Source: an optimization exercise on an open RTL-to-GDS flow (aim: small area, a short achievable clock period and few clock cycles per item). Production flows keep margins and buffers that such runs may drop.
RTL that was checked went through simulation tests only; none was proved equivalent to the original.
The RTL of runs 2 to 4 was laid out without a check of its function.
Power figures rest on the tool's default switching activity, not on a simulated workload.

### flow/run.sh
#!/bin/bash
# synth_recipe.tcl (not shown) runs the flow's synth.tcl, then flattens the netlist and writes it again
# the make line also repeats each setting of config.mk as NAME=value (left out here)
make -C /OpenROAD-flow-scripts/flow DESIGN_CONFIG=/design/flow/config.mk WORK_HOME=/design/flow/orfs CLKGATE_MAP_FILE= SYNTH_SCRIPT=/design/flow/synth_recipe.tcl finish
### flow/config.mk
export PLATFORM = sky130hd
export DESIGN_NAME = de1soc_top
export DESIGN_NICKNAME = de1soc_top
export VERILOG_FILES = /design/flow/design.v
export SDC_FILE = /design/flow/constraint.sdc
export NUM_CORES = 4
export LEC_CHECK = 0
export CAP_MARGIN = 20
export CORE_MARGIN = 2
export CORE_UTILIZATION = 40
export SLEW_MARGIN = 20
### flow/constraint.sdc
create_clock -name core_clock -period 16.0 [get_ports {clock}]
set_input_delay 3.2000 -clock core_clock [delete_from_list [all_inputs] [get_ports {clock}]]
set_output_delay 3.2000 -clock core_clock [all_outputs]
set_load 0.01 [all_outputs]
### flow/design.v
`default_nettype none
package stream_pkg;
    localparam int word_bits      = 32;
    localparam int spare_bits     = 12;
    localparam int sample_bits    = 18;
    localparam int out_value_bits = 30;
    typedef struct packed {
        logic                   soft_reset;    
        logic                   last;          
        logic [spare_bits-1:0]  spare;         
        logic [sample_bits-1:0] sample;        
    } in_word_t;
    typedef struct packed {
        logic                      zero;       
        logic                      last;       
        logic [out_value_bits-1:0] value;      
    } out_word_t;
endpackage
`default_nettype wire
`default_nettype none
package model_pkg;
    localparam int value_bits   = 18;
    localparam int q_frac       = 8;
    localparam int input_width  = 28;    
    localparam int out_channels = 10;
    localparam int acc_bits     = 40;    
    localparam int index_bits   = $clog2(input_width + 1);
    localparam int weight_bits  = 5;     
    typedef logic signed [value_bits-1:0]  value_t;
    typedef logic signed [weight_bits-1:0] weight_t;
    typedef struct packed {
        value_t value;
        logic   last;
    } sample_t;
    typedef value_t [out_channels-1:0] channel_vec_t;
    function automatic weight_t weight_of(input int c, input int i);
        int raw;
        int centred;
        raw = (7 * c + 3 * i) % 31;
        centred = raw - 15;
        weight_of = centred[weight_bits-1:0];    
    endfunction
endpackage
`default_nettype wire
`default_nettype none
module stream_slice #(
    parameter int width = 1
) (
    input  logic     clock,
    input  logic     reset,
    input  logic [width-1:0] in_data,
    input  logic     in_valid,
    output logic [width-1:0] out_data,
    output logic     out_valid,
    input  logic     downstream_stall,
    output logic     upstream_stall
);
    logic load;
    assign load = !out_valid || !downstream_stall;    
    assign upstream_stall = out_valid && downstream_stall;
    always_ff @(posedge clock) begin
        if (reset) begin
            out_valid <= 1'b0;
        end else if (load) begin
            out_valid <= in_valid;
        end
    end
    always_ff @(posedge clock) begin
        if (load) begin
            out_data <= in_data;
        end
    end
endmodule
`default_nettype wire
`default_nettype none
module word_decode (
    input  logic                 clock,
    input  logic                 reset,
    input  stream_pkg::in_word_t word,
    input  logic                 word_valid,
    input  logic                 exec_ready,
    output model_pkg::sample_t   sample,
    output logic                 sample_valid,
    output logic                 stage_reset,
    output logic                 word_stall
);
    logic soft_word;    
    assign soft_word = word_valid && word.soft_reset;
    assign stage_reset = reset || soft_word;
    assign sample.value = word.sample;
    assign sample.last  = word.last;
    assign sample_valid = word_valid && !word.soft_reset;
    assign word_stall = word_valid && !word.soft_reset && !exec_ready;
endmodule
`default_nettype wire
`default_nettype none
module dense_execute (
    input  logic                    clock,
    input  logic                    reset,
    input  model_pkg::sample_t      sample,
    input  logic                    sample_valid,
    output logic                    in_ready,
    output model_pkg::channel_vec_t result,
    output logic                    result_valid,
    input  logic                    result_taken
);
    localparam int channels = model_pkg::out_channels;
    localparam int acc_bits = model_pkg::acc_bits;
    localparam logic signed [acc_bits-1:0] sat_max = (1 <<< (model_pkg::value_bits - 1)) - 1;
    localparam logic signed [acc_bits-1:0] sat_min = -(1 <<< (model_pkg::value_bits - 1));
    logic signed [acc_bits-1:0] acc [channels];
    logic signed [acc_bits-1:0] term [channels];
    logic signed [acc_bits-1:0] sum_next [channels];
    logic [channels*model_pkg::value_bits-1:0] scaled;    
    logic [model_pkg::index_bits-1:0] index;    
    logic weighted;
    logic accept;
    assign in_ready = !result_valid;    
    assign accept   = sample_valid && in_ready;
    assign weighted = index < model_pkg::input_width;
    for (genvar c = 0; c < channels; c++) begin : g_channel
        logic signed [model_pkg::weight_bits-1:0] weight;
        logic signed [acc_bits-1:0] shifted;
        assign weight = model_pkg::weight_of(c, int'(index));
        assign term[c] = $signed(sample.value) * weight;
        assign sum_next[c] = weighted ? acc[c] + term[c] : acc[c];    
        assign shifted = sum_next[c] >>> model_pkg::q_frac;
        assign scaled[c*model_pkg::value_bits +: model_pkg::value_bits] =
            (shifted > sat_max) ? sat_max[model_pkg::value_bits-1:0] :
            (shifted < sat_min) ? sat_min[model_pkg::value_bits-1:0] :
                                  shifted[model_pkg::value_bits-1:0];
    end
    always_ff @(posedge clock) begin
        if (reset) begin
            for (int c = 0; c < channels; c++) begin
                acc[c] <= '0;
            end
            index        <= '0;
            result_valid <= 1'b0;
        end else begin
            if (result_taken) begin
                result_valid <= 1'b0;
            end
            if (accept) begin
                if (sample.last) begin
                    for (int c = 0; c < channels; c++) begin
                        acc[c] <= '0;
                    end
                    index        <= '0;
                    result_valid <= 1'b1;
                end else begin
                    for (int c = 0; c < channels; c++) begin
                        acc[c] <= sum_next[c];
                    end
                    if (weighted) begin
                        index <= index + 1'b1;
                    end
                end
            end
        end
    end
    always_ff @(posedge clock) begin
        if (accept && sample.last) begin
            result <= scaled;
        end
    end
endmodule
`default_nettype wire
`default_nettype none
module result_serialize (
    input  logic                    clock,
    input  logic                    reset,
    input  model_pkg::channel_vec_t vector,
    input  logic                    vector_valid,
    output logic                    vector_taken,
    output stream_pkg::out_word_t   word,
    output logic                    word_valid,
    input  logic                    downstream_stall
);
    localparam int chan_bits       = $clog2(model_pkg::out_channels);
    localparam int word_value_bits = stream_pkg::out_value_bits;
    localparam logic [chan_bits-1:0] last_channel = chan_bits'(model_pkg::out_channels - 1);
    logic                    buffer_valid;
    logic [model_pkg::out_channels*model_pkg::value_bits-1:0] buffer;    
    logic [chan_bits-1:0]    channel;    
    model_pkg::value_t       current;
    assign vector_taken = vector_valid && !buffer_valid;
    always_ff @(posedge clock) begin
        if (reset) begin
            buffer_valid <= 1'b0;
            channel      <= '0;
        end else if (vector_taken) begin
            buffer_valid <= 1'b1;
            channel      <= '0;
        end else if (buffer_valid && !downstream_stall) begin
            if (channel == last_channel) begin
                buffer_valid <= 1'b0;    
                channel      <= '0;
            end else begin
                channel <= channel + 1'b1;
            end
        end
    end
    always_ff @(posedge clock) begin
        if (vector_taken) begin
            buffer <= vector;
        end
    end
    assign current    = buffer[channel*model_pkg::value_bits +: model_pkg::value_bits];
    assign word_valid = buffer_valid;
    always_comb begin
        word.zero  = 1'b0;
        word.last  = buffer_valid && (channel == last_channel);
        word.value = {{(word_value_bits - model_pkg::value_bits){current[model_pkg::value_bits-1]}},
                      current};    
    end
endmodule
`default_nettype wire
`default_nettype none
module de1soc_top (
    input  logic                             clock,
    input  logic                             reset,
    input  logic [stream_pkg::word_bits-1:0] in_data,
    input  logic                             in_valid,
    output logic                             upstream_stall,
    output logic [stream_pkg::word_bits-1:0] out_data,
    output logic                             out_valid,
    input  logic                             downstream_stall
);
    stream_pkg::in_word_t    host_word;
    logic                    host_valid;
    logic                    word_stall;
    model_pkg::sample_t      sample;
    logic                    sample_valid;
    logic                    stage_reset;    
    logic                    exec_ready;
    model_pkg::channel_vec_t result;
    logic                    result_valid;
    logic                    result_taken;
    stream_pkg::out_word_t   ser_word;
    logic                    ser_valid;
    logic                    ser_stall;
    stream_slice #(.width(stream_pkg::word_bits)) input_slice (
        .clock            (clock),
        .reset            (reset),
        .in_data          (in_data),
        .in_valid         (in_valid),
        .out_data         (host_word),
        .out_valid        (host_valid),
        .downstream_stall (word_stall),
        .upstream_stall   (upstream_stall)
    );
    word_decode decode (
        .clock        (clock),
        .reset        (reset),
        .word         (host_word),
        .word_valid   (host_valid),
        .exec_ready   (exec_ready),
        .sample       (sample),
        .sample_valid (sample_valid),
        .stage_reset  (stage_reset),
        .word_stall   (word_stall)
    );
    dense_execute execute (
        .clock        (clock),
        .reset        (stage_reset),
        .sample       (sample),
        .sample_valid (sample_valid),
        .in_ready     (exec_ready),
        .result       (result),
        .result_valid (result_valid),
        .result_taken (result_taken)
    );
    result_serialize serialize (
        .clock            (clock),
        .reset            (stage_reset),
        .vector           (result),
        .vector_valid     (result_valid),
        .vector_taken     (result_taken),
        .word             (ser_word),
        .word_valid       (ser_valid),
        .downstream_stall (ser_stall)
    );
    stream_slice #(.width(stream_pkg::word_bits)) output_slice (
        .clock            (clock),
        .reset            (reset),
        .in_data          (ser_word),
        .in_valid         (ser_valid),
        .out_data         (out_data),
        .out_valid        (out_valid),
        .downstream_stall (downstream_stall),
        .upstream_stall   (ser_stall)
    );
endmodule
`default_nettype wire
==> flow_metrics.py, run 1 <==
metrics = {
    "logic_synthesis": {
        "synth_edf_count": 399,
        "synth_largest_area_cell": "sky130_fd_sc_hd__edfxtp_1",
        "yosysUniqueCellTypes": 132,
        "cell_types_occupying_the_most_area_after_synthesis": "sky130_fd_sc_hd__edfxtp_1 (13%), sky130_fd_sc_hd__fa_1 (13%), sky130_fd_sc_hd__ha_1 (12%)",
        "synth_top_area_share_pct": 12.9,
        "syn-num-nets": 12509,
        "ys_seq_area_share_pct": 21.8,
        "share_of_synthesized_flip_flops_with_an_asynchronous_set_or_reset_pct": 0,
        "postSynthCellCount": 11019,
        "post_synth.cell_area_avg_um2": 8.44,
        "yosys_most_used_dff": "sky130_fd_sc_hd__dfxtp_1",
        "ys_seq_elements": 812,
        "mappedNetlistArea_um2": 93000,
        "yosys_warnings": 6,
    },
    "routing": {
        "detail_route.drc_violations": 0,
        "drt_first_iter_violations": 5881,
        "drt_wirelength_um": 279000,
        "vias": 79322,
        "route.detailed.wl_per_inst_um": 19.8,
        "ant_nets": 0,
        "via_cell_ratio": 5.65,
        "firstDrtPassIters": 6,
    },
    "place": {
        "routabilityCongestion": 0.923,
        "place_area_um2": 97200,
        "port_buffers": 56,
        "detailed_place_hpwl_um": 207000,
    },
    "worst_setup_path": {
        "slowest_stage": "sky130_fd_sc_hd__o31ai_1",
        "timing.critical_path.from_type": "register",
        "critical_r2r_launch": "execute.index[1]",
        "cp_num_buf_inv": 10,
        "critPathTopFamily": "compound AO/OA/AOI/OAI gates",
        "setup.worst_path.end_class": "register",
        "cp_slowest_stage_delay_ps": 610,
        "worstPathRequired_ps": 16470,
        "crit_fanout": 18,
        "criticalPathCategory": "register to register",
        "timing.critical_path.arrival_ps": 15710,
        "worstRegToRegCells": 55,
        "worst_r2r_endpoint": "execute.result[86]",
        "crit_top_cell": "sky130_fd_sc_hd__inv_1",
        "r2r_setup_slack_ps": 770,
    },
    "floorplanning": {
        "die_area_um2": 236000,
        "pin_count": 70,
        "fp.dieW_um": 486,
        "core_region_area_um2": 231000,
        "start_util_pct": 40.3,
        "rows": 176,
        "height_of_the_die_um": 486,
    },
    "min_path": {
        "worstHoldPathCells": 0,
        "hold_ep": "serialize.buffer[109]",
        "hold_path_class": "register to register",
        "hold_path.startpoint": "execute.result[109]",
    },
    "finish": {
        "area.sequential_um2": 20300,
        "most_common_library_cell_in_the_layout_ignoring_fill_and_taps": "sky130_fd_sc_hd__inv_1",
        "area_delta_synth_final_pct": 8.89,
        "n_fill_cell": 22351,
        "num-nets-final": 12409,
        "multi_input_area_um2": 66600,
        "post-route-cell-area_um2": 101000,
        "share_of_final_layout_standard_cells_stronger_than_drive_strength_1_pct": 6.70,
        "most-common-layout-cells": "sky130_fd_sc_hd__inv_1 (1255), sky130_fd_sc_hd__nor2_1 (930), sky130_fd_sc_hd__ha_1 (862)",
    },
    "clocking": {
        "cts_hold_buf": 0,
        "insertion_delay_ps": 760,
        "tritoncts": "built",
        "number_of_buffers_created_by_cts": 100,
        "clock_sinks": 812,
        "cts-htree-levels": 3,
        "cts_root_buf": "sky130_fd_sc_hd__clkbuf_16",
        "cts_buffer_depth": 3,
        "clk_pin_slew_worst_paths_ps": 60,
    },
    "timing": {
        "fmax_mhz": 65.7,
        "max-slew-margin-rel_pct": 22.4,
        "clock-skew-final_ps": 44.3,
        "setup_viol": 0,
        "worst-slew-pin-transition_ps": 1160,
        "min_tclk_post_route_ps": 15230,
        "timing.setup.tns_ps": 0,
        "finalHoldViolCount": 0,
        "timing_max_transition_violations_final": 0,
        "grt_setup_unrepaired": "true",
        "final_min_period_over_clock_period_pct": 95.2,
    },
    "grt": {
        "grt_start_max_net_pins": 182,
        "number_of_global_route_vias_before_repair": 76959,
        "grt_first_pass_wirelength_um": 436000,
        "grt-ovfl-total": 0,
        "initial_antenna_violation_count": 10,
        "grtUsageTotal_pct": 23.1,
    },
    "flow_run": {
        "max_cap_viol_count": 0,
    },
    "power": {
        "power.ir.vdd_worst_uv": 380,
        "total_leakage_power_uw": 0.0452,
        "p_per_area_nw_per_um2": 205,
    },
    "outcome": {
        "outcome": "timing/DRC/antenna clean",
    },
}
## cell families (layout without fill, tap and decap cells)
| kind of cell | Yosys count | after routing | synth area share (%) |
|---|---|---|---|
| and+or+nand+nor | 3363 | 3363 | 18.2 |
| AOI/OAI and AO/OA | 2826 | 2826 | 19.7 |
| buffers and inverters | 1753 | 1739 | 7.27 |
| adders and majority gates | 1455 | 1455 | 24.3 |
| DFF | 812 | 812 | 21.8 |
| xor gates and xnor gates | 617 | 617 | 6.15 |
| muxes | 192 | 192 | 2.60 |
| other | 1 | 10 | 0.00403 |
## area by class of cell
| class | instances | share of cell area [%] |
|---|---|---|
| diodes | 9 | 0.0222 |
| clock buffers | 119 | 2.66 |
| repair buffers | 289 | 2.41 |
| flip-flops and latches | 812 | 20.0 |
| clock inverters | 69 | 0.693 |
| well taps | 3026 | 3.74 |
| inverters | 1262 | 4.69 |
| multi-input cells | 8454 | 65.8 |
## per-layer routing
layer / track usage (%) / wire, um / vias to the layer above
met3: 3.13 / 17400 / 392
met5: 0 / 34 / -
li1: - / - / 37977
met2: 36.5 / 123000 / 2163
met4: 7.67 / 9510 / 4
met1: 32.3 / 129000 / 38786
## worst max path at each step
stage | end | cells after the start | startpoint
finish | execute.result[86] | 55 | execute.index[1]
global route | execute.result[120] | 68 | execute.index[2]
CTS | execute.result[167] | 60 | execute.index[1]
detailed placement | execute.result[97] | 58 | execute.index[1]
global placement | execute.result[97] | 60 | execute.index[1]
floorplan | execute.result[39] | 58 | execute.index[0]
## registers in the layout, indices dropped and copies added (netlist names)
signal and flops:
execute.result_valid 1, input_slice.out_data 20, serialize.channel 4, input_slice.out_valid 1
serialize.buffer_valid 1, output_slice.out_data 19, execute.result 180, execute.index 5
output_slice.out_valid 1, execute.acc 400, serialize.buffer 180
## cell usage after synthesis, drive strengths merged (23+ instances only)
cell	number
xor2	178
a31o	30
nor2	936
a22oi	225
nand4	69
edfxtp	399
fa	581
a211oi	83
nand2	659
o21ai	652
or2	61
dfxtp	413
o211ai	67
mux4	36
a221oi	30
mux2	35
or3	66
inv	1260
nand3b	25
ha	873
xnor2	426
and3	97
nor4	49
a21boi	41
o22ai	43
nor3	181
a21oi	745
a41oi	23
nand3	164
a2111oi	24
nor3b	32
mux2i	121
a211o	28
o21bai	84
a31oi	103
and2	572
o21a	141
o31ai	54
a21o	255
clkbuf	387
nand2b	90
buf	104
nor2b	278
## metrics by stage
step                worst slack [ps]  instances  power, uW  utilization (%)  hold WS (ps)
CTS                             4.50      14019      20600             43.7           389
detailed placement              45.1      13831      18100             42.2           405
global placement                 323      13831      17700             42.2           402
finish                           769      14040      20800             43.9           392
floorplan                        238      11019      14000                -           400
global route                   -66.9      14032      22700             43.9           401
## power breakdown
group / internal [uW] / leakage (uW) / switching (uW)
Clock: 1350 / 0.00166 / 1030
Sequential: 2690 / 0.00699 / 115
Combinational: 6120 / 0.0365 / 9450
## timing repair
| action | CTS | global route |
|---|---|---|
| hold endpoints to repair | 0 | 0 |
| buffers inserted | 0 | 11 |
| endpoints found under the setup margin | 0 | 196 |
| gates resized for setup | 0 | 102 |
Testbench counts, summed over its fixed seeds: cycles 14,944, frames 512.
==> run 2: changes to the inputs <==
--- a/flow/design.v
+++ b/flow/design.v
@@ -219,77 +219,140 @@
 `default_nettype none
 module de1soc_top (
-    input  logic                             clock,
-    input  logic                             reset,
-    input  logic [stream_pkg::word_bits-1:0] in_data,
-    input  logic                             in_valid,
-    output logic                             upstream_stall,
-    output logic [stream_pkg::word_bits-1:0] out_data,
-    output logic                             out_valid,
-    input  logic                             downstream_stall
+    input  logic        clock,
+    input  logic        reset,
+    input  logic [31:0] in_data,
+    input  logic        in_valid,
+    output logic        upstream_stall,
+    output logic [31:0] out_data,
+    output logic        out_valid,
+    input  logic        downstream_stall
 );
-    stream_pkg::in_word_t    host_word;
-    logic                    host_valid;
-    logic                    word_stall;
-    model_pkg::sample_t      sample;
-    logic                    sample_valid;
-    logic                    stage_reset;    
-    logic                    exec_ready;
-    model_pkg::channel_vec_t result;
-    logic                    result_valid;
-    logic                    result_taken;
-    stream_pkg::out_word_t   ser_word;
-    logic                    ser_valid;
-    logic                    ser_stall;
-    stream_slice #(.width(stream_pkg::word_bits)) input_slice (
-        .clock            (clock),
-        .reset            (reset),
-        .in_data          (in_data),
-        .in_valid         (in_valid),
-        .out_data         (host_word),
-        .out_valid        (host_valid),
-        .downstream_stall (word_stall),
-        .upstream_stall   (upstream_stall)
-    );
-    word_decode decode (
-        .clock        (clock),
-        .reset        (reset),
-        .word         (host_word),
-        .word_valid   (host_valid),
-        .exec_ready   (exec_ready),
-        .sample       (sample),
-        .sample_valid (sample_valid),
-        .stage_reset  (stage_reset),
-        .word_stall   (word_stall)
-    );
-    dense_execute execute (
-        .clock        (clock),
-        .reset        (stage_reset),
-        .sample       (sample),
-        .sample_valid (sample_valid),
-        .in_ready     (exec_ready),
-        .result       (result),
-        .result_valid (result_valid),
-        .result_taken (result_taken)
-    );
-    result_serialize serialize (
-        .clock            (clock),
-        .reset            (stage_reset),
-        .vector           (result),
-        .vector_valid     (result_valid),
-        .vector_taken     (result_taken),
-        .word             (ser_word),
-        .word_valid       (ser_valid),
-        .downstream_stall (ser_stall)
-    );
-    stream_slice #(.width(stream_pkg::word_bits)) output_slice (
-        .clock            (clock),
-        .reset            (reset),
-        .in_data          (ser_word),
-        .in_valid         (ser_valid),
-        .out_data         (out_data),
-        .out_valid        (out_valid),
-        .downstream_stall (downstream_stall),
-        .upstream_stall   (ser_stall)
-    );
+    localparam int CH = 10;
+    logic        a_v, a_soft, a_last;
+    logic [17:0] a_s;
+    logic        take;
+    assign take = in_valid && !upstream_stall;
+    always_ff @(posedge clock) begin
+        a_v    <= !reset && take && !in_data[31];
+        a_soft <= !reset && take && in_data[31];
+        a_last <= in_data[30];
+        a_s    <= in_data[17:0];
+    end
+    logic        b_v, b_soft, b_last;
+    logic [17:0] b_s;
+    logic [19:0] b_s3;
+    logic [4:0]  b_idx;      
+    logic        nf;         
+    always_ff @(posedge clock) begin
+        b_v    <= !reset && a_v;
+        b_soft <= !reset && a_soft;
+        b_last <= a_last;
+        b_s    <= a_s;
+        b_s3   <= {{2{a_s[17]}}, a_s} + {a_s[17], a_s, 1'b0};
+        if (reset || a_soft) begin
+            nf <= 1'b1;
+        end else if (a_v) begin
+            nf    <= a_last;
+            b_idx <= nf ? 5'd0 : (b_idx == 5'd28 ? 5'd28 : b_idx + 5'd1);
+        end
+    end
+    logic        full;       
+    logic        busy;       
+    logic        comp;
+    logic        xfer;
+    logic        clr;
+    assign comp = b_v && b_last;
+    assign xfer = (comp || full) && !busy;
+    assign clr  = reset || b_soft || xfer;
+    logic [CH*18-1:0] res_next;
+    for (genvar c = 0; c < CH; c++) begin : g_ch
+        logic signed [4:0] w;
+        logic signed [2:0] d1;
+        logic signed [3:0] d0;
+        logic [2:0] m0;              
+        logic [1:0] m1;              
+        logic n0, n1;
+        logic [20:0] mag0;
+        logic [22:0] mag1;
+        logic [25:0] pp0, pp1;
+        logic [25:0] acc, sum;
+        always_comb begin
+            int r;
+            r = (7 * c + 3 * int'(b_idx)) % 31;
+            w = 5'(r - 15);
+            if (b_idx >= 5'd28 || !b_v) w = 5'sd0;
+            if (w > 12)       begin d1 = 3'sd2;  d0 = 4'(w - 16); end
+            else if (w > 4)   begin d1 = 3'sd1;  d0 = 4'(w - 8);  end
+            else if (w < -12) begin d1 = -3'sd2; d0 = 4'(w + 16); end
+            else if (w < -4)  begin d1 = -3'sd1; d0 = 4'(w + 8);  end
+            else              begin d1 = 3'sd0;  d0 = 4'(w);      end
+            n0 = d0 < 0;
+            n1 = d1 < 0;
+            m0 = 3'(n0 ? -d0 : d0);
+            m1 = 2'(n1 ? -d1 : d1);
+        end
+        always_comb begin
+            case (m0)
+                3'd1:    mag0 = {{3{b_s[17]}}, b_s};
+                3'd2:    mag0 = {{2{b_s[17]}}, b_s, 1'b0};
+                3'd3:    mag0 = {b_s3[19], b_s3};
+                3'd4:    mag0 = {b_s[17], b_s, 2'b0};
+                default: mag0 = '0;
+            endcase
+            case (m1)
+                2'd1:    mag1 = {{2{b_s[17]}}, b_s, 3'b0};
+                2'd2:    mag1 = {b_s[17], b_s, 4'b0};
+                default: mag1 = '0;
+            endcase
+            pp0 = {{5{mag0[20]}}, mag0} ^ {26{n0}};
+            pp1 = {{3{mag1[22]}}, mag1} ^ {26{n1}};
+        end
+        assign sum = acc + pp0 + pp1 + 26'(n0) + 26'(n1);
+        always_ff @(posedge clock) begin
+            if (clr) acc <= '0;
+            else     acc <= sum;
+        end
+        assign res_next[c*18 +: 18] = sum[25:8];
+    end
+    always_ff @(posedge clock) begin
+        if (reset || b_soft) full <= 1'b0;
+        else if (xfer)       full <= 1'b0;
+        else if (comp)       full <= 1'b1;
+    end
+    logic [CH*18-1:0] obuf;
+    logic [3:0]       och;       
+    logic             oload;
+    logic [17:0]      cur;
+    assign oload = !out_valid || !downstream_stall;
+    assign cur   = obuf[och*18 +: 18];
+    always_ff @(posedge clock) begin
+        if (xfer) obuf <= res_next;
+    end
+    logic        o_last;
+    logic [17:0] o_val;
+    always_ff @(posedge clock) begin
+        if (reset) begin
+            busy      <= 1'b0;
+            och       <= '0;
+            out_valid <= 1'b0;
+        end else begin
+            if (oload) out_valid <= busy;
+            if (xfer) begin
+                busy <= 1'b1;
+                och  <= '0;
+            end else if (busy && oload) begin
+                och <= och + 4'd1;
+                if (och == 4'd9) busy <= 1'b0;
+            end
+        end
+    end
+    always_ff @(posedge clock) begin
+        if (oload) begin
+            o_val  <= cur;
+            o_last <= (och == 4'd9);
+        end
+    end
+    assign out_data = {1'b0, o_last, {12{o_val[17]}}, o_val};
+    assign upstream_stall = full || (32'(busy) + 32'(a_v && a_last) + 32'(b_v && b_last) >= 2);
 endmodule
 `default_nettype wire
==> flow_metrics.py, run 2 <==
metrics = {
    "finish": {
        "most_common_library_cell_in_the_layout_ignoring_fill_and_taps": "sky130_fd_sc_hd__ha_1",
        "largest_reg_flops": 260,
        "n_fill_cell": 13388,
        "num-nets-final": 6901,
        "area_delta_synth_final_pct": 8.22,
        "most-common-layout-cells": "sky130_fd_sc_hd__ha_1 (618), sky130_fd_sc_hd__nor2_1 (491), sky130_fd_sc_hd__xnor2_1 (451)",
        "postLayoutCoreUtil_pct": 43.6,
        "antenna_cells_inserted": 0,
        "largest_registers": "g_ch.acc: 260 flops, obuf: 180 flops, b_s3: 19 flops",
        "post_layout_nonfiller_instances": 7947,
        "register_with_the_most_flip_flops": "g_ch.acc",
        "share_of_final_layout_standard_cells_stronger_than_drive_strength_1_pct": 8.09,
    },
    "power": {
        "power.ir.vdd_worst_uv": 81.1,
        "p_per_area_nw_per_um2": 75.3,
        "p_total_uw": 4570,
        "total_leakage_power_uw": 0.0269,
    },
    "routing": {
        "ant_nets": 0,
        "firstDrtPassIters": 10,
        "detail_route.drc_violations": 0,
        "vias": 45279,
        "via_cell_ratio": 5.70,
        "route.detailed.wl_per_inst_um": 19.3,
        "drt_wirelength_um": 153000,
        "drt_first_iter_violations": 4019,
    },
    "timing": {
        "finalHoldViolCount": 0,
        "clock-skew-final_ps": 28.5,
        "max-slew-margin-rel_pct": 27.3,
        "final_critical_path_setup_slack_ps": 1470,
        "worst-slew-pin-transition_ps": 1090,
        "grt_setup_unrepaired": "false",
        "min_tclk_post_route_ps": 14530,
        "fmax_mhz": 68.8,
        "setup_viol": 0,
        "timing.setup.tns_ps": 0,
        "timing_max_transition_violations_final": 0,
        "final_min_period_over_clock_period_pct": 90.8,
    },
    "floorplanning": {
        "fp.dieW_um": 379,
        "pin_count": 70,
        "core_region_area_um2": 139000,
        "start_util_pct": 40.3,
        "rows": 137,
        "height_of_the_die_um": 379,
        "die_area_um2": 143000,
    },
    "worst_setup_path": {
        "critical_r2r_launch": "b_idx[1]",
        "crit_top_cell": "sky130_fd_sc_hd__ha_1",
        "crit_fanout": 19,
        "criticalPathCategory": "register to register",
        "cp_num_buf_inv": 6,
        "worstPathRequired_ps": 16610,
        "slowest_stage": "sky130_fd_sc_hd__o31ai_1",
        "timing.critical_path.arrival_ps": 15140,
        "setup.worst_path.end_class": "register",
        "crit_path_from": "b_idx[1]",
        "cp_slowest_stage_delay_ps": 530,
        "critPathTopFamily": "compound AO/OA/AOI/OAI gates",
        "timing.critical_path.from_type": "register",
    },
    "clocking": {
        "cts-htree-levels": 3,
        "cts_hold_buf": 0,
        "number_of_buffers_created_by_cts": 71,
        "tritoncts": "built",
        "cts_buffer_depth": 3,
        "clock_sinks": 532,
        "insertion_delay_ps": 670,
        "cts_root_buf": "sky130_fd_sc_hd__clkbuf_16",
        "clk_pin_slew_worst_paths_ps": 60,
    },
    "flow_run": {
        "max_cap_viol_count": 0,
    },
    "grt": {
        "grt_start_max_net_pins": 85,
        "grt-ovfl-total": 0,
        "initial_antenna_violation_count": 3,
        "number_of_global_route_vias_before_repair": 46447,
        "grt_first_pass_wirelength_um": 246000,
        "grtUsageTotal_pct": 21.3,
    },
    "min_path": {
        "hold_path.startpoint": "a_s[7]",
        "hold_path_class": "register to register",
    },
    "logic_synthesis": {
        "synth_top_cells_by_count": "sky130_fd_sc_hd__ha_1 (620), sky130_fd_sc_hd__nor2_1 (493), sky130_fd_sc_hd__xnor2_1 (452)",
        "mappedNetlistArea_um2": 56100,
        "yosys_warnings": 1,
        "post-synth-top-count-cell": "sky130_fd_sc_hd__ha_1",
        "ys_seq_area_share_pct": 22.6,
        "synth_top_area_share_pct": 13.8,
        "cell_types_occupying_the_most_area_after_synthesis": "sky130_fd_sc_hd__ha_1 (14%), sky130_fd_sc_hd__dfxtp_1 (12%), sky130_fd_sc_hd__edfxtp_1 (11%)",
        "ys_seq_elements": 532,
        "share_of_synthesized_flip_flops_with_an_asynchronous_set_or_reset_pct": 0,
        "synth_edf_count": 204,
        "post_synth.cell_area_avg_um2": 9.07,
        "syn-num-nets": 7076,
        "yosysUniqueCellTypes": 132,
        "synth_largest_area_cell": "sky130_fd_sc_hd__ha_1",
        "yosys_most_used_dff": "sky130_fd_sc_hd__dfxtp_1",
        "postSynthCellCount": 6188,
    },
    "place": {
        "place_inst": 7811,
        "detailed_place_hpwl_um": 113000,
        "pre_cts_ws_ps": 981,
        "port_buffers": 56,
        "routabilityCongestion": 0.891,
    },
    "outcome": {
        "outcome": "timing/DRC/antenna clean",
    },
}
## run 2: logic make-up (layout without fill, tap and decap cells)
group / count (synthesis) / after routing / share of synthesized area [%]
AND/OR/NAND/NOR: 1720 / 1720 / 14.9
AO/OA/AOI/OAI: 1459 / 1459 / 19.5
adder cells (fa/ha/maj): 854 / 854 / 22.1
buffers and inverters: 740 / 621 / 5.39
XOR/XNOR: 695 / 697 / 11.2
flip-flops: 532 / 532 / 22.6
multiplexers: 187 / 187 / 4.30
other: 1 / 1 / 0.00668
## run 2: layer usage
metal,vias up,part of all wire [%],global-route usage (%),routed length [um]
met5,-,0,0,0
met4,0,3.2,8.21,4970
met3,213,6.3,2.83,9660
met2,1234,47,36.2,72100
met1,21888,43,27.4,66300
li1,21944,-,-,-
## run 2: repair_timing
action,4_1_cts,5_1_grt
hold endpoints to repair,0,0
resized for setup,0,4
endpoints found under the setup margin,0,13
setup buffers,0,3
## run 2: worst paths after layout
| check | to | slack [ps] | depth (start not counted) |
|---|---|---|---|
| setup / recovery | g_ch[8].acc[24] | 1470 | 57 |
| hold / removal | b_s[7] | 380 | 0 |
| hold reg to reg | b_s[7] | 380 | 0 |
| setup reg to reg | g_ch[8].acc[24] | 1470 | 57 |
## run 2: layout make-up
cell class	count	area, um2	share of cell area, %
flip-flops and latches	532	12700	20.9
inverters	326	1220	2.01
clock inverters	39	515	0.848
clock buffers	92	2030	3.34
repair buffers	164	1370	2.26
multi-input cells	4918	40600	66.7
well taps	1876	2350	3.86
## run 2: per-stage QoR
step	hold slack (ps)	cell area (um2)
after global placement	368	58100
after global routing	378	60800
final	375	60800
after detailed placement	370	58100
after CTS	378	60700
after floorplan	334	56100
## run 2: where the power goes
group          internal [uW]  total, uW  switching [uW]
combinational            487       1230             739
clock                   1070       1760             691
sequential              1530       1590            64.5
==> run 3: changes to the inputs <==
--- a/flow/design.v
+++ b/flow/design.v
@@ -241,5 +241,4 @@
     logic        b_v, b_soft, b_last;
     logic [17:0] b_s;
-    logic [19:0] b_s3;
     logic [4:0]  b_idx;      
     logic        nf;         
@@ -249,5 +248,4 @@
         b_last <= a_last;
         b_s    <= a_s;
-        b_s3   <= {{2{a_s[17]}}, a_s} + {a_s[17], a_s, 1'b0};
         if (reset || a_soft) begin
             nf <= 1'b1;
@@ -257,78 +255,158 @@
         end
     end
+    logic        step;       
+    logic        first;      
+    logic [22:0] p, p_next;  
+    logic [25:0] v, v_next;  
+    assign step  = b_v && (b_idx < 5'd28);
+    assign first = b_v && (b_idx == 5'd0);
+    assign p_next = (first ? 23'd0 : p) + (step ? {{5{b_s[17]}}, b_s} : 23'd0);
+    assign v_next = first ? 26'd0 : v + (step ? {{3{p[22]}}, p} : 26'd0);
+    always_ff @(posedge clock) begin
+        p <= p_next;
+        v <= v_next;
+    end
     logic        full;       
     logic        busy;       
+    logic        seq;        
+    logic [3:0]  slot;       
     logic        comp;
     logic        xfer;
-    logic        clr;
     assign comp = b_v && b_last;
     assign xfer = (comp || full) && !busy;
-    assign clr  = reset || b_soft || xfer;
-    logic [CH*18-1:0] res_next;
+    always_ff @(posedge clock) begin
+        if (reset || b_soft) full <= 1'b0;
+        else if (xfer)       full <= 1'b0;
+        else if (comp)       full <= 1'b1;
+    end
+    logic [22:0] s_sh;
+    logic [25:0] v_sh;
+    logic [4:0]  l_sh;
+    always_ff @(posedge clock) begin
+        if (xfer) begin
+            s_sh <= p_next;
+            v_sh <= v_next;
+            l_sh <= (b_idx > 5'd27) ? 5'd27 : b_idx;
+        end
+    end
+    function automatic int order_of(input int k);
+        case (k)
+            0: order_of = 4;  1: order_of = 8;  2: order_of = 0;  3: order_of = 3;
+            4: order_of = 7;  5: order_of = 2;  6: order_of = 6;  7: order_of = 1;
+            8: order_of = 5;  default: order_of = 9;
+        endcase
+    endfunction
+    function automatic int pos_of(input int c);
+        pos_of = 0;
+        for (int k = 0; k < 10; k++) if (order_of(k) == c) pos_of = k;
+    endfunction
+    function automatic logic [31:0] wrap_set(input int c);
+        wrap_set = '0;
+        for (int j = 1; j < 28; j++) if ((7 * c + 3 * j) % 31 < 3) wrap_set[j] = 1'b1;
+    endfunction
+    logic [CH*27-1:0] qv;    
     for (genvar c = 0; c < CH; c++) begin : g_ch
-        logic signed [4:0] w;
-        logic signed [2:0] d1;
-        logic signed [3:0] d0;
-        logic [2:0] m0;              
-        logic [1:0] m1;              
-        logic n0, n1;
-        logic [20:0] mag0;
-        logic [22:0] mag1;
-        logic [25:0] pp0, pp1;
-        logic [25:0] acc, sum;
-        always_comb begin
-            int r;
-            r = (7 * c + 3 * int'(b_idx)) % 31;
-            w = 5'(r - 15);
-            if (b_idx >= 5'd28 || !b_v) w = 5'sd0;
-            if (w > 12)       begin d1 = 3'sd2;  d0 = 4'(w - 16); end
-            else if (w > 4)   begin d1 = 3'sd1;  d0 = 4'(w - 8);  end
-            else if (w < -12) begin d1 = -3'sd2; d0 = 4'(w + 16); end
-            else if (w < -4)  begin d1 = -3'sd1; d0 = 4'(w + 8);  end
-            else              begin d1 = 3'sd0;  d0 = 4'(w);      end
-            n0 = d0 < 0;
-            n1 = d1 < 0;
-            m0 = 3'(n0 ? -d0 : d0);
-            m1 = 2'(n1 ? -d1 : d1);
-        end
-        always_comb begin
-            case (m0)
-                3'd1:    mag0 = {{3{b_s[17]}}, b_s};
-                3'd2:    mag0 = {{2{b_s[17]}}, b_s, 1'b0};
-                3'd3:    mag0 = {b_s3[19], b_s3};
-                3'd4:    mag0 = {b_s[17], b_s, 2'b0};
-                default: mag0 = '0;
-            endcase
-            case (m1)
-                2'd1:    mag1 = {{2{b_s[17]}}, b_s, 3'b0};
-                2'd2:    mag1 = {b_s[17], b_s, 4'b0};
-                default: mag1 = '0;
-            endcase
-            pp0 = {{5{mag0[20]}}, mag0} ^ {26{n0}};
-            pp1 = {{3{mag1[22]}}, mag1} ^ {26{n1}};
+        localparam int pos = pos_of(c);
+        logic        wrap, rd, clr, keep;
+        logic [24:0] q, addend, sum;
+        logic [25:0] rc;
+        logic        pc1, pc2;   
+        localparam logic [31:0] wset = wrap_set(c);
+        assign wrap = !reset && b_v && wset[b_idx];
+        assign rd   = seq && (slot == 4'(pos));
+        assign clr  = reset || rd || (b_soft && !(seq && slot < 4'(pos)));
+        assign keep = !clr;
+        assign addend = wrap ? {{2{p[22]}}, p} : 25'd0;
+        assign rc[0] = 1'b0;
+        for (genvar k = 0; k < 25; k++) begin : g_rc
+            wire qk = q[k] & keep;
+            wire ci = (k == 9) ? (pc1 & keep) : (k == 17) ? (pc2 & keep) : rc[k];
+            assign sum[k]  = qk ^ addend[k] ^ ci;
+            assign rc[k+1] = (qk & addend[k]) | (qk & ci) | (addend[k] & ci);
         end
-        assign sum = acc + pp0 + pp1 + 26'(n0) + 26'(n1);
         always_ff @(posedge clock) begin
-            if (clr) acc <= '0;
-            else     acc <= sum;
+            q   <= sum;
+            pc1 <= rc[9];
+            pc2 <= rc[17];
+        end
+        assign qv[c*27 +: 27] = {pc2, pc1, q};
+    end
+    function automatic logic [4:0] weight_of(input int c, input int i);
+        int r;
+        r = (7 * c + 3 * i) % 31 - 15;
+        weight_of = r[4:0];
+    endfunction
+    logic [26:0] qs;
+    logic [4:0]  wl;
+    logic [3:0]  cs;
+    always_comb begin
+        qs = '0;
+        cs = '0;
+        wl = '0;
+        for (int k = 0; k < 10; k++) begin
+            if (slot == 4'(k)) begin
+                qs = qv[order_of(k)*27 +: 27];
+                cs = 4'(order_of(k));
+                for (int l = 0; l < 28; l++) if (l_sh == 5'(l)) wl = weight_of(order_of(k), l);
+            end
         end
-        assign res_next[c*18 +: 18] = sum[25:8];
     end
+    logic        x_v;
+    logic [3:0]  x_c;
+    logic [24:0] x_q;
+    logic        x_pc1, x_pc2;
+    logic [4:0]  x_w;
     always_ff @(posedge clock) begin
-        if (reset || b_soft) full <= 1'b0;
-        else if (xfer)       full <= 1'b0;
-        else if (comp)       full <= 1'b1;
+        x_v <= !reset && seq;
+        x_c <= cs;
+        {x_pc2, x_pc1, x_q} <= qs;
+        x_w <= wl;
     end
-    logic [CH*18-1:0] obuf;
-    logic [3:0]       och;       
-    logic             oload;
-    logic [17:0]      cur;
-    assign oload = !out_valid || !downstream_stall;
-    assign cur   = obuf[och*18 +: 18];
+    logic [25:0] pp [3];
+    logic [2:0]  neg;
+    for (genvar d = 0; d < 3; d++) begin : g_booth
+        logic b2, b1, b0;
+        logic one, two;
+        logic [25:0] mag;
+        assign b0 = (d == 0) ? 1'b0 : x_w[2*d-1];
+        assign b1 = x_w[2*d];
+        assign b2 = (d == 2) ? x_w[4] : x_w[2*d+1];
+        assign one = b1 ^ b0;
+        assign two = (b2 & !b1 & !b0) | (!b2 & b1 & b0);
+        assign neg[d] = b2 & !(b1 & b0);
+        assign mag = one ? 26'({{3{s_sh[22]}}, s_sh}) << (2*d) :
+                     two ? 26'({{3{s_sh[22]}}, s_sh}) << (2*d+1) : 26'd0;
+        assign pp[d] = mag ^ {26{neg[d]}};
+    end
+    logic [25:0] qx, corr, tot;
+    assign qx = {x_q[24], x_q};
+    assign corr = 26'd3 + 26'(neg[0]) + 26'(neg[1]) + 26'(neg[2])
+                + (x_pc1 ? 26'(31 << 9) : 26'd0) + (x_pc2 ? 26'(31 << 17) : 26'd0);
+    assign tot = (qx << 5) + ~qx + ~v_sh + ~(v_sh << 1) + pp[0] + pp[1] + pp[2] + corr;
+    logic [CH*18-1:0] rbuf;
     always_ff @(posedge clock) begin
-        if (xfer) obuf <= res_next;
+        if (reset) begin
+            seq  <= 1'b0;
+            slot <= '0;
+        end else if (xfer) begin
+            seq  <= 1'b1;
+            slot <= '0;
+        end else if (seq) begin
+            slot <= slot + 4'd1;
+            if (slot == 4'd9) seq <= 1'b0;
+        end
     end
+    for (genvar c = 0; c < CH; c++) begin : g_rbuf
+        always_ff @(posedge clock) begin
+            if (x_v && x_c == 4'(c)) rbuf[c*18 +: 18] <= tot[25:8];
+        end
+    end
+    logic [3:0]  och;        
+    logic        oload;
+    logic [17:0] cur;
     logic        o_last;
     logic [17:0] o_val;
+    assign oload = !out_valid || !downstream_stall;
+    assign cur   = rbuf[och*18 +: 18];
     always_ff @(posedge clock) begin
         if (reset) begin
@@ -337,9 +415,9 @@
             out_valid <= 1'b0;
         end else begin
-            if (oload) out_valid <= busy;
+            if (oload) out_valid <= busy && !seq && !x_v;
             if (xfer) begin
                 busy <= 1'b1;
                 och  <= '0;
-            end else if (busy && oload) begin
+            end else if (busy && !seq && !x_v && oload) begin
                 och <= och + 4'd1;
                 if (och == 4'd9) busy <= 1'b0;
--- a/flow/config.mk
+++ b/flow/config.mk
@@ -6,4 +6,5 @@
 export NUM_CORES = 4
 export LEC_CHECK = 0
+export ABC_CLOCK_PERIOD_IN_PS = 4000
 export CAP_MARGIN = 20
 export CORE_MARGIN = 2
==> flow_metrics.py, run 3 <==
metrics = {
    "routing": {
        "drt_first_iter_violations": 2100,
        "drt_wirelength_um": 96200,
        "route.detailed.wl_per_inst_um": 18.8,
        "via_cell_ratio": 5.32,
        "detail_route.drc_violations": 0,
        "firstDrtPassIters": 6,
        "vias": 27149,
        "ant_nets": 0,
    },
    "logic_synthesis": {
        "ys_seq_elements": 669,
        "synth_edf_count": 258,
        "syn-num-nets": 4303,
        "synth_top_area_share_pct": 20.4,
        "share_of_synthesized_flip_flops_with_an_asynchronous_set_or_reset_pct": 0,
        "ys_seq_area_share_pct": 39.7,
        "post-synth-top-count-cell": "sky130_fd_sc_hd__and2_1",
        "synth-compound-area-share_pct": 11.7,
        "yosys_most_used_dff": "sky130_fd_sc_hd__dfxtp_1",
        "synthAdderAreaFrac_pct": 20.9,
        "synth_simple_gate_area_share_pct": 15.4,
        "yosysUniqueCellTypes": 89,
        "postSynthCellCount": 3805,
        "synth_largest_area_cell": "sky130_fd_sc_hd__dfxtp_1",
        "synth_top_family_by_area": "adder cells",
        "synth.mux.area_fraction_pct": 3.66,
        "cell_types_occupying_the_most_area_after_synthesis": "sky130_fd_sc_hd__dfxtp_1 (20%), sky130_fd_sc_hd__edfxtp_1 (19%), sky130_fd_sc_hd__fa_1 (18%)",
        "mappedNetlistArea_um2": 40300,
        "synth_top_cells_by_count": "sky130_fd_sc_hd__and2_1 (456), sky130_fd_sc_hd__dfxtp_1 (411), sky130_fd_sc_hd__fa_1 (353)",
        "yosys_warnings": 2,
        "synth-xor-area-share_pct": 3.15,
        "post_synth.cell_area_avg_um2": 10.6,
    },
    "finish": {
        "n_fill_cell": 9365,
        "largest_reg_flops": 250,
        "num-nets-final": 4249,
        "area_delta_synth_final_pct": 10.4,
        "largest_registers": "g_ch.q: 250 flops, rbuf: 180 flops",
        "register_with_the_most_flip_flops": "g_ch.q",
        "share_of_final_layout_standard_cells_stronger_than_drive_strength_1_pct": 7.70,
        "most-common-layout-cells": "sky130_fd_sc_hd__and2_1 (457), sky130_fd_sc_hd__dfxtp_1 (408), sky130_fd_sc_hd__fa_1 (353)",
        "most_common_library_cell_in_the_layout_ignoring_fill_and_taps": "sky130_fd_sc_hd__and2_1",
    },
    "clocking": {
        "cts_buffer_depth": 3,
        "insertion_delay_ps": 630,
        "number_of_buffers_created_by_cts": 72,
        "post_cts_resized": 0,
        "cts-htree-levels": 3,
        "tritoncts": "built",
        "cts_root_buf": "sky130_fd_sc_hd__clkbuf_16",
        "clk_pin_slew_worst_paths_ps": 60,
        "clock_sinks": 669,
        "cts_post_setup_buffers_inserted": 0,
        "cts_hold_buf": 0,
    },
    "timing": {
        "setup_viol": 0,
        "timing.setup.tns_ps": 0,
        "fmax_mhz": 119,
        "clock-skew-final_ps": 17.6,
        "worst-slew-pin-transition_ps": 1100,
        "min_tclk_post_route_ps": 8400,
        "grt_setup_unrepaired": "false",
        "finalHoldViolCount": 0,
        "finalHoldWorstSlack_ps": 323,
        "timing_max_transition_violations_final": 0,
        "final_min_period_over_clock_period_pct": 52.5,
        "max-slew-margin-rel_pct": 26.2,
    },
    "grt": {
        "number_of_global_route_vias_before_repair": 27566,
        "grt-ovfl-total": 0,
        "grt_first_pass_wirelength_um": 154000,
        "grtUsageTotal_pct": 18.8,
        "initial_antenna_violation_count": 1,
        "grt_start_max_net_pins": 75,
    },
    "worst_setup_path": {
        "critical_r2r_launch": "x_w[1]",
        "ordered_list_of_cells_on_the_worst_path": "clkdlybuf4s50_1 > buf_4 > nand2b_1 > a21oi_1 > buf_4 > and2_1 > ha_1 > fa_1 > fa_1 > fa_1 > fa_1 > fa_1 > fa_1 > fa_1 > inv_1 > fa_1 > inv_1",
        "worst_r2r_endpoint": "rbuf[124]",
        "r2r_setup_slack_ps": 8540,
        "crit_top_cell": "sky130_fd_sc_hd__fa_1",
        "crit_fanout": 23,
        "timing.critical_path.arrival_ps": 8960,
        "criticalPathCategory": "input port to register",
        "cp_slowest_stage_delay_ps": 500,
        "worstPathRequired_ps": 16560,
        "slowest_stage": "sky130_fd_sc_hd__fa_1",
        "timing.critical_path.from_type": "input port",
        "worstRegToRegCells": 23,
        "setup.worst_path.end_class": "register",
    },
    "place": {
        "port_buffers": 56,
        "routabilityCongestion": 0.901,
        "detailed_place_hpwl_um": 69400,
    },
    "floorplanning": {
        "start_util_pct": 40.3,
        "core_region_area_um2": 99900,
        "pin_count": 70,
        "fp.dieW_um": 321,
        "die_area_um2": 103000,
        "height_of_the_die_um": 321,
        "rows": 116,
    },
    "power": {
        "total_leakage_power_uw": 0.0186,
        "power.ir.vdd_worst_uv": 92.2,
        "p_per_area_nw_per_um2": 130,
    },
    "outcome": {
        "outcome": "timing/DRC/antenna clean",
    },
    "min_path": {
        "hold_path_class": "register to register",
        "worstHoldPathCells": 0,
        "hold_ep": "b_s[17]",
        "hold_path.startpoint": "a_s[17]",
    },
    "flow_run": {
        "max_cap_viol_count": 0,
    },
}
## run 3: cell types whose count changed after synthesis, moves of 166 or more
cell / delta
sky130_fd_sc_hd__a22oi_1: -166
sky130_fd_sc_hd__and2_1: +231
sky130_fd_sc_hd__ha_1: -511
sky130_fd_sc_hd__nor2_1: -286
sky130_fd_sc_hd__xnor2_1: -361
sky130_fd_sc_hd__xor2_1: -174
## run 3: worst max-delay path: cells and delay by family
family                     cells  cell delay [ps]
AOI/OAI and AO/OA              1               90
adders and majority gates      9             3840
buffers and inverters          5             1190
and+or+nand+nor                2              570
## run 3: worst max path at each step
stage | start | to | slack, ps
2_1_floorplan | reset | g_ch[6].q[8] | 8120
3_3_place_gp | reset | g_ch[8].q[8] | 6970
3_5_place_dp | reset | g_ch[0].q[8] | 6950
4_1_cts | reset | g_ch[0].q[8] | 7600
5_1_grt | reset | g_ch[0].q[8] | 7370
6_report | reset | g_ch[0].q[8] | 7600
## run 3: kinds of logic after synthesis
group | Yosys count
mux | 100
flops | 669
xor+xnor | 145
buf+inv | 549
other cells | 1
simple gates | 1167
fa+ha+maj | 462
compound gates | 712
## run 3: per-layer routing
| metal | global-route usage (%) | vias up | share of wire (%) |
|---|---|---|---|
| li1 | - | 12838 | - |
| met1 | 26.6 | 13344 | 47 |
| met2 | 29.6 | 766 | 45 |
| met3 | 2.93 | 201 | 5.5 |
| met4 | 5.67 | 0 | 2.9 |
| met5 | 0 | - | 0 |
## run 3: area by class of cell
type / instances / area (um2) / share of cell area (%)
multi-input combinational: 2587 / 22200 / 50.0
sequential: 669 / 16000 / 36.0
clock buffer: 94 / 2030 / 4.56
tap: 1298 / 1620 / 3.66
inverter: 295 / 1110 / 2.49
timing repair buffer: 126 / 1090 / 2.44
clock inverter: 34 / 385 / 0.868
antenna: 2 / 5.00 / 0.0113
## run 3: where the power goes
part | internal (uW) | switching, uW
registers | 2390 | 148
clock network | 1010 | 702
logic | 521 | 986
## run 3: stage by stage
stage,cells,worst slack [ps],power (uW),util [%],cell area (um2)
floorplan,3805,8120,3620,-,40300
global placement,4975,6970,4040,42.1,42000
detailed placement,4975,6950,4090,42.1,42000
CTS,5103,7600,5820,44.5,44400
global route,5103,7370,6110,44.5,44400
finish,5105,7600,5750,44.5,44400
==> run 4: changes to the inputs <==
--- a/flow/config.mk
+++ b/flow/config.mk
@@ -6,5 +6,5 @@
 export NUM_CORES = 4
 export LEC_CHECK = 0
-export ABC_CLOCK_PERIOD_IN_PS = 4000
+export ABC_CLOCK_PERIOD_IN_PS = 7000
 export CAP_MARGIN = 20
 export CORE_MARGIN = 2
==> flow_metrics.py, run 4 <==
metrics = {
    "clocking": {
        "cts_post_setup_buffers_inserted": 0,
        "post_cts_resized": 0,
        "insertion_delay_ps": 630,
        "tritoncts": "built",
        "cts_root_buf": "sky130_fd_sc_hd__clkbuf_16",
        "cts_hold_buf": 0,
        "number_of_buffers_created_by_cts": 72,
        "cts-htree-levels": 3,
        "cts_buffer_depth": 3,
        "clock_sinks": 669,
        "clk_pin_slew_worst_paths_ps": 60,
    },
    "grt": {
        "grt_start_max_net_pins": 75,
        "grtUsageTotal_pct": 18.8,
        "number_of_global_route_vias_before_repair": 27566,
        "initial_antenna_violation_count": 1,
        "grt-ovfl-total": 0,
        "grt_first_pass_wirelength_um": 154000,
    },
    "place": {
        "routabilityCongestion": 0.901,
        "port_buffers": 56,
        "detailed_place_hpwl_um": 69400,
        "pre_cts_ws_ps": 6950,
    },
    "flow_run": {
        "max_cap_viol_count": 0,
    },
    "routing": {
        "route.top_layer_used": "met4",
        "detail_route.drc_violations": 0,
        "met2_wirelength_um": 43200,
        "ant_nets": 0,
        "vias": 27149,
        "via_cell_ratio": 5.32,
        "m1WireLength_um": 44900,
        "drt_first_iter_violations": 2100,
        "firstDrtPassIters": 6,
        "dr_wl_met3_um": 5250,
        "route.detailed.wl_per_inst_um": 18.8,
        "drt_wirelength_um": 96200,
    },
    "timing": {
        "max-slew-margin-rel_pct": 26.2,
        "fmax_mhz": 119,
        "setup_viol": 0,
        "timing_max_transition_violations_final": 0,
        "grt_setup_unrepaired": "false",
        "final_critical_path_setup_slack_ps": 7600,
        "clock-skew-final_ps": 17.6,
        "final_min_period_over_clock_period_pct": 52.5,
        "worst-slew-pin-transition_ps": 1100,
        "min_tclk_post_route_ps": 8400,
        "timing.setup.tns_ps": 0,
        "finalHoldViolCount": 0,
    },
    "power": {
        "total_leakage_power_uw": 0.0186,
        "p_total_uw": 5750,
        "power.ir.vdd_worst_uv": 92.2,
        "p_per_area_nw_per_um2": 130,
    },
    "finish": {
        "most_common_library_cell_in_the_layout_ignoring_fill_and_taps": "sky130_fd_sc_hd__and2_1",
        "most-common-layout-cells": "sky130_fd_sc_hd__and2_1 (457), sky130_fd_sc_hd__dfxtp_1 (408), sky130_fd_sc_hd__fa_1 (353)",
        "share_of_final_layout_standard_cells_stronger_than_drive_strength_1_pct": 7.70,
        "area_delta_synth_final_pct": 10.4,
        "largest_reg_flops": 250,
        "largest_registers": "g_ch.q: 250 flops, rbuf: 180 flops",
        "num-nets-final": 4249,
        "register_with_the_most_flip_flops": "g_ch.q",
    },
    "worst_setup_path": {
        "timing.critical_path.from_type": "input port",
        "worst_r2r_endpoint": "rbuf[124]",
        "r2r_setup_slack_ps": 8540,
        "worstPathRequired_ps": 16560,
        "critPathTopFamily": "adder cells",
        "path_depth": 17,
        "ordered_list_of_cells_on_the_worst_path": "clkdlybuf4s50_1 > buf_4 > nand2b_1 > a21oi_1 > buf_4 > and2_1 > ha_1 > fa_1 > fa_1 > fa_1 > fa_1 > fa_1 > fa_1 > fa_1 > inv_1 > fa_1 > inv_1",
        "timing.critical_path.arrival_ps": 8960,
        "cp_slowest_stage_delay_ps": 500,
        "crit_fanout": 23,
        "critical_r2r_launch": "x_w[1]",
        "criticalPathCategory": "input port to register",
        "cp_num_buf_inv": 5,
        "crit_end": "g_ch[0].q[8]",
        "crit_path_from": "reset",
        "worstRegToRegCells": 23,
        "setup.worst_path.end_class": "register",
        "slowest_stage": "sky130_fd_sc_hd__fa_1",
        "crit_top_cell": "sky130_fd_sc_hd__fa_1",
    },
    "logic_synthesis": {
        "yosysUniqueCellTypes": 89,
        "cell_types_occupying_the_most_area_after_synthesis": "sky130_fd_sc_hd__dfxtp_1 (20%), sky130_fd_sc_hd__edfxtp_1 (19%), sky130_fd_sc_hd__fa_1 (18%)",
        "synth.mux.area_fraction_pct": 3.66,
        "synthAdderAreaFrac_pct": 20.9,
        "synth_top_cells_by_count": "sky130_fd_sc_hd__and2_1 (456), sky130_fd_sc_hd__dfxtp_1 (411), sky130_fd_sc_hd__fa_1 (353)",
        "yosys_most_used_dff": "sky130_fd_sc_hd__dfxtp_1",
        "synth_largest_area_cell": "sky130_fd_sc_hd__dfxtp_1",
        "synth_top_area_share_pct": 20.4,
        "syn-num-nets": 4303,
        "synth_simple_gate_area_share_pct": 15.4,
        "post-synth-top-count-cell": "sky130_fd_sc_hd__and2_1",
        "ys_seq_area_share_pct": 39.7,
        "synth_top_family_by_area": "adder cells",
        "post_synth.cell_area_avg_um2": 10.6,
        "synth_edf_count": 258,
        "synth-xor-area-share_pct": 3.15,
        "yosys_warnings": 2,
        "mappedNetlistArea_um2": 40300,
        "postSynthCellCount": 3805,
        "share_of_synthesized_flip_flops_with_an_asynchronous_set_or_reset_pct": 0,
        "ys_seq_elements": 669,
        "synth-compound-area-share_pct": 11.7,
    },
    "floorplanning": {
        "die_area_um2": 103000,
        "rows": 116,
        "pin_count": 70,
        "fp.dieW_um": 321,
        "start_util_pct": 40.3,
        "height_of_the_die_um": 321,
        "core_region_area_um2": 99900,
    },
    "min_path": {
        "hold_path_class": "register to register",
    },
    "outcome": {
        "outcome": "timing/DRC/antenna clean",
    },
}
-- run 4: cell counts in the layout (fill, tap and decap cells not counted) --
No cell type changed its count.
-- run 4: worst min path at each step --
stage,cells past startpoint,startpoint,slack (ps),to
detailed placement,0,a_s[3],310,b_s[3]
finish,0,a_s[17],320,b_s[17]
global route,0,a_s[3],330,b_s[3]
floorplan,0,a_s[0],310,b_s[0]
global placement,0,a_s[0],310,b_s[0]
CTS,0,a_s[3],330,b_s[3]
-- run 4: layout make-up --
type	count	area, um2
inverter	295	1110
fill	9365	55400
clock inverter	34	385
timing repair buffer	126	1090
clock buffer	94	2030
antenna	2	5.00
multi-input combinational	2587	22200
sequential	669	16000
tap	1298	1620
-- run 4: metal layers --
layer / global-route usage (%) / up-vias
met1: 26.6 / 13344
met4: 5.67 / 0
met3: 2.93 / 201
met5: 0 / -
met2: 29.6 / 766
li1: - / 12838
-- run 4: per-stage QoR --
step	utilization, %	instances	cell area (um2)	hold slack (ps)
floorplan	-	3805	40300	310
global placement	42.1	4975	42000	312
detailed placement	42.1	4975	42000	314
CTS	44.5	5103	44400	328
global route	44.5	5103	44400	332
finish	44.5	5105	44400	323
-- run 4: logic make-up after synthesis --
| kind of cell | after synthesis |
|---|---|
| xor gates and xnor gates | 145 |
| DFF | 669 |
| adders and majority gates | 462 |
| other | 1 |
| and+or+nand+nor | 1167 |
| buffers and inverters | 549 |
| AOI/OAI and AO/OA | 712 |
| muxes | 100 |
-- run 4: report_power, final --
group          internal, uW  switching, uW  leakage, uW  total (uW)
clock                  1010            702      0.00118        1710
sequential             2390            148      0.00570        2540
combinational           521            986       0.0117        1510

## separate check: timing with driven ports
How much do the figures lean on ideal ports? The routed layouts below were timed once more, with nothing changed but the port constraints.
Step 1 (the two cells are an assumption about what drives the block):
set clk [get_ports {clock}]
set_driving_cell -lib_cell sky130_fd_sc_hd__clkbuf_16 $clk
set_driving_cell -lib_cell sky130_fd_sc_hd__buf_2 [delete_from_list [all_inputs] $clk]
Step 2 times the ports against the registers' clock, not the clock port: input delays grow and output delays shrink by t, the midpoint of the rising clock arrivals with the driver on.
Three values: no drivers, after step 1, after step 2; two values: the first two.
run | shift t [ns] | setup slack, ns | worst setup path after step 2
run 1 | 0.822 | 0.769 / 0.769 / 0.769 | register to register
run 2 | 0.732 | 1.472 / 1.472 / 1.472 | register to register
run 3 | 0.686 | 7.597 / 7.638 / 6.952 | input to register
run 4 | 0.686 | 7.597 / 7.638 / 6.952 | input to register
After both steps setup and hold are still met in every run listed.
